From an optimization exercise on the open Yosys and OpenROAD flow, aimed at small area, a short achievable clock period and few clock cycles; shortcuts taken in it are not production practice. RTL that was checked went through simulation tests only; none was proved equivalent to the original. Power figures rest on the tool's default switching activity, not on a simulated workload.

## alpha
// k_nearest_point_select
module k_nearest_point_select (
  input  logic        clk,
  input  logic        rst_n,
  input  logic        cfg_wr_en,
  input  logic [1:0]  cfg_index,
  input  logic [23:0] cfg_data,
  input  logic        in_valid,
  output logic        in_ready,
  input  logic [23:0] in_point_x,
  input  logic [23:0] in_point_y,
  input  logic [23:0] in_point_z,
  input  logic        in_set_end,
  output logic        out_valid,
  input  logic        out_ready,
  output logic [4:0]  out_target_index,
  output logic        out_list_end,
  output logic        out_dropped
);
  logic [MT_W-1:0]    maxt_r;
  logic [COORD_W-1:0] ox_r, oy_r, oz_r;
  always_ff @(posedge clk) begin
    if (!rst_n) begin
      maxt_r <= MT_W'(1);
      ox_r   <= '0;
      oy_r   <= '0;
      oz_r   <= '0;
    end else if (cfg_wr_en) begin
      case (cfg_index)
        2'd0:    maxt_r <= cfg_data[MT_W-1:0];
        2'd1:    ox_r   <= cfg_data;
        2'd2:    oy_r   <= cfg_data;
        default: oz_r   <= cfg_data;
      endcase
    end
  end
  logic           in_ready_r;
  logic [J_W-1:0] jcnt_r;       
  logic [4:0]     ph_r;         
  logic           acc;
  assign acc      = in_valid && in_ready_r;
  assign in_ready = in_ready_r;
  logic [J_W-1:0] lim;
  logic [J_W-1:0] m_in;
  ...
==> flow/config.mk <==
export PLATFORM = sky130hd
export DESIGN_NAME = k_nearest_point_select
export DESIGN_NICKNAME = k_nearest_point_select
export VERILOG_FILES = /design/flow/design.v
export SDC_FILE = /design/flow/constraint.sdc
export NUM_CORES = 4
export LEC_CHECK = 0
export CAP_MARGIN = 20
export CORE_MARGIN = 2
export CORE_UTILIZATION = 62
export CTS_CLUSTER_DIAMETER = 85
export CTS_CLUSTER_SIZE = 24
export SETUP_SLACK_MARGIN = 5.0
export SLEW_MARGIN = 20
==> flow/constraint.sdc <==
create_clock -name core_clock -period 9.0 [get_ports {clk}]
set_input_delay 1.8000 -clock core_clock [delete_from_list [all_inputs] [get_ports {clk}]]
set_output_delay 1.8000 -clock core_clock [all_outputs]
set_load 0.01 [all_outputs]
run.sh (not shown) runs the stock make flow with config.mk's settings and CLKGATE_MAP_FILE= SYNTH_SCRIPT=/design/flow/synth_recipe.tcl, a recipe that flattens the netlist after the stock synthesis.
Testbench counts of alpha, summed over its fixed seeds: cycles 10,101.
Input-level comparison between beta and alpha:
--- a/flow/design.v
+++ b/flow/design.v
@@ -5800,43 +5800,29 @@
       if (qv_r[0] && !(pop && !qv_r[1])) begin
         qcnt_r[1] <= fits_in ? m_in : lim;
         qovf_r[1] <= ovf_in;
       end else begin
         qcnt_r[0] <= fits_in ? m_in : lim;
         qovf_r[0] <= ovf_in;
       end
     end
   end
-  logic [1:0]     qv_c, qsel_c;    
-  always_comb begin
-    qv_c   = qv_r;
-    qsel_c = qsel_r;
-    if (push) begin
-      if (qv_r[0]) begin
-        qv_c[1]   = 1'b1;
-        qsel_c[1] = !fits_in;
-      end else begin
-        qv_c[0]   = 1'b1;
-        qsel_c[0] = !fits_in;
-      end
-    end
-  end
   logic [J_W-1:0] jcnt_n;
   logic [4:0]     ph_n;
   logic           ok_first;
   always_comb begin
     jcnt_n = jcnt_r;
     ph_n   = acc ? (jcnt_r == '0 ? 5'd0 : ph_r) : ph_r + 5'd1;
     if (acc) begin
       if (in_set_end)       jcnt_n = '0;
       else if (!ovf_in)     jcnt_n = jcnt_r + J_W'(1);
     end
-    ok_first = !qv_c[0] || (!qv_c[1] && (!qsel_c[0] || !busy_r));
+    ok_first = !qv_n[0] || (!qv_n[1] && (!qsel_n[0] || !busy_n));
   end
   always_ff @(posedge clk) begin
     if (!rst_n) begin
       jcnt_r     <= '0;
       qv_r       <= '0;
       ph_r       <= '0;
       in_ready_r <= 1'b1;
     end else begin
       jcnt_r     <= jcnt_n;
==> comparison <==
- beta -> alpha: power drawn by the sequential cells flat
- Across both runs, power drawn by the combinational cells was higher for beta than for alpha.
- Sort alpha and beta by post-layout worst setup margin, ascending, and alpha comes first.
- Looking at alpha and beta, the die area is a wash.
- alpha -> beta: count of plain and timing-repair buffers increased by a few percent
- Summary of beta over alpha: area share of buffers outside the clock network closely matched the old numbers, logic depth of the worst setup path including buffers decreased by 2 relative to the old numbers, sequential portion of the cell area decreased by 0.20 points relative to the old numbers.
- Worst clock skew: beta vs alpha up 9.6 ps
- Diff beta..alpha | register bit total from synthesis | negligible
Testbench counts of beta, summed over its fixed seeds: cycles 10,086.


06-27:
Another version of the RTL of k_nearest_point_select (not shown whole).
For scale: about 2700 flip-flops, ~0.13 sq mm of cells after synthesis.
==> module kps_rank, before the edit <==
module kps_rank (
  input  logic                   clk,
  input  logic                   rst_n,
  input  logic                   v2,
  input  logic [J_W-1:0]         j2,
  input  logic [DIST_W-1:0]      d2,
  input  logic                   v4,
  input  logic [J_W-1:0]         j4,
  output logic [NPTS*IDX_W-1:0]  rank_n,    
  output logic [IDX_W-1:0]       base_n,
  output logic [IDX_W-1:0]       min_n      
);
  localparam int NC = NPTS - 1;    
  logic [DIST_W-1:0] dring [NPTS];    
  logic [NC-1:0]     lt_r, ge_r;
  logic [IDX_W-1:0]  rk [NPTS];
  logic [3:0]        pc_r [4];
  logic [IDX_W-1:0]  pcs;
  logic [IDX_W-1:0]  base_r;
  logic              wr2, first4, new4;
  logic              ismin_r;
  logic [IDX_W-1:0]  min_r;
  logic [IDX_W-1:0]  rk_n [NPTS];
  assign wr2    = v2 && !j2[J_W-1];
  assign new4   = v4 && !j4[J_W-1];
  assign first4 = v4 && (j4 == '0);
  always_ff @(posedge clk) begin
    dring[0] <= wr2 ? ~d2 : dring[NPTS-1];
    for (int p = 1; p < NPTS; p++) dring[p] <= dring[p-1];
  end
  logic [NC-1:0] lt_c;
  always_comb begin
    logic [63:0] l, g;
    for (int p = 0; p < NC; p++) begin
      l = '0;
      g = '0;
      for (int k = 0; k < DIST_W; k++) begin
        l[k] = !d2[k] && !dring[p][k];
        g[k] = d2[k] && dring[p][k];
      end
      for (int w = 64; w > 1; w = w / 2) begin
        for (int k = 0; k < w / 2; k++) begin
          l[k] = l[2*k+1] || (!g[2*k+1] && l[2*k]);
          g[k] = g[2*k+1] || (!l[2*k+1] && g[2*k]);
        end
      end
      lt_c[p] = l[0];
    end
  end
  always_ff @(posedge clk) begin
    for (int p = 0; p < NC; p++) begin
      lt_r[p] <= wr2 && (j2 > J_W'(p)) && lt_c[p];
      ge_r[p] <= wr2 && (j2 > J_W'(p)) && !lt_c[p];
    end
  end
  always_ff @(posedge clk) begin
    for (int g = 0; g < 4; g++) begin
      logic [3:0] c;
      c = '0;
      for (int k = 8 * g; k < 8 * g + 8 && k < NC; k++) c = c + 4'(ge_r[k]);
      pc_r[g] <= c;
    end
    ismin_r <= (ge_r == '0);
  end
  assign min_n = (new4 && ismin_r) ? j4[IDX_W-1:0] : min_r;
  always_ff @(posedge clk) begin
    min_r <= min_n;
  end
  assign pcs = IDX_W'(pc_r[0]) + IDX_W'(pc_r[1]) + IDX_W'(pc_r[2]) + IDX_W'(pc_r[3]) + IDX_W'(lt_r[0]);
  always_comb begin
    for (int q = 0; q < NPTS; q++) begin
      logic [IDX_W-1:0] nx;
      if (q == 0)      nx = rk[NPTS-1] + IDX_W'(lt_r[NC-1]);
      else if (q == 1) nx = rk[0];
      else             nx = rk[q-1] + IDX_W'(lt_r[q-2]);
      if (q == 2 && new4) nx = pcs;
      else if (first4)   nx = '1;
      rk_n[q] = nx;
    end
  end
  assign base_n = new4 ? j4[IDX_W-1:0] + IDX_W'(2) : base_r + IDX_W'(1);
  always_ff @(posedge clk) begin
    for (int q = 0; q < NPTS; q++) rk[q] <= rk_n[q];
    base_r <= base_n;
  end
  always_comb begin
    for (int q = 0; q < NPTS; q++) rank_n[q*IDX_W +: IDX_W] = rk_n[q];
  end
endmodule
Settings: LEC_CHECK=0, CAP_MARGIN=20, CORE_MARGIN=2, CORE_UTILIZATION=50, SETUP_SLACK_MARGIN=5.0, SLEW_MARGIN=20; clock period 9.0 ns.
06-27 has completed all stages; timing, DRC and antenna checks passed.
--- input diff 06-27..07-02 ---
diff --git a/flow/design.v b/flow/design.v
--- a/flow/design.v
+++ b/flow/design.v
@@ -40,20 +40,5 @@
   logic [NC-1:0] lt_c;
   always_comb begin
-    logic [63:0] l, g;
-    for (int p = 0; p < NC; p++) begin
-      l = '0;
-      g = '0;
-      for (int k = 0; k < DIST_W; k++) begin
-        l[k] = !d2[k] && !dring[p][k];
-        g[k] = d2[k] && dring[p][k];
-      end
-      for (int w = 64; w > 1; w = w / 2) begin
-        for (int k = 0; k < w / 2; k++) begin
-          l[k] = l[2*k+1] || (!g[2*k+1] && l[2*k]);
-          g[k] = g[2*k+1] || (!l[2*k+1] && g[2*k]);
-        end
-      end
-      lt_c[p] = l[0];
-    end
+    for (int p = 0; p < NC; p++) lt_c[p] = d2 < ~dring[p];
   end
   always_ff @(posedge clk) begin
### Flow results
- Comparing final-layout clock buffer total for 07-02 and 06-27, the smaller number came from 07-02.
- On met3 demand-to-capacity share in global routing: between 07-02 and 06-27, it ends up higher for 06-27.
- Compared with 06-27, 07-02 shows a share of power burned in combinational logic that is 1.2 points higher.
- Note that the met2 wire length recorded for 07-02 amounts to 0.878 times the value seen in 06-27.
- 07-02 reports its start point of the critical path as r_r[3] while 06-27 reports dy_r[7].
- [compare] base=06-27 new=07-02: maximum fanout along the worst path went down; total routed wire length on the met1 layer down about 2.4%.
- Taking 06-27 as the reference, in 07-02 proportion of cell area occupied by multi-input gates moved up, overall die area rose about 2.4%, utilization went up.
Testbench counts of 07-02, summed over its fixed seeds: cycles 10,254.
Function not checked in 06-27: the RTL went through the layout flow alone.

[what the ideal ports hide]
The results above use ideal ports. As a check the final layouts listed here were re-extracted and re-timed, cells and wires unchanged. Step 1 sets driving cells, clkbuf_16 on the clock port and buf_2 on the other inputs (assumed; they add their load-dependent delay and slew). Step 2, shift: input delay + t, output delay - t, t = (earliest + latest rising clock arrival at the registers) / 2. This alone moves slack from input paths to output paths. Three values: ideal, step 1, step 2; two values: the first two.
| run | t, ns | setup WS [ns] | hold slack, ns |
|---|---|---|---|
| alpha | 0.917 | 4.974 / 4.974 / 4.253 | 0.319 / 0.319 / 0.319 |
| beta | 0.894 | 5.023 / 4.982 / 4.088 | 0.316 / 0.316 / 0.316 |
| 06-27 | 1.004 | 5.039 / 5.039 / 4.207 | 0.321 / 0.321 / 0.321 |
| 07-02 | 0.926 | 5.081 / 5.081 / 4.266 | 0.302 / 0.302 / 0.302 |
After both steps every run listed still meets setup and hold. The setup slack of beta, which loses most, moves by -0.041 ns with the drivers and by -0.935 ns with both steps.
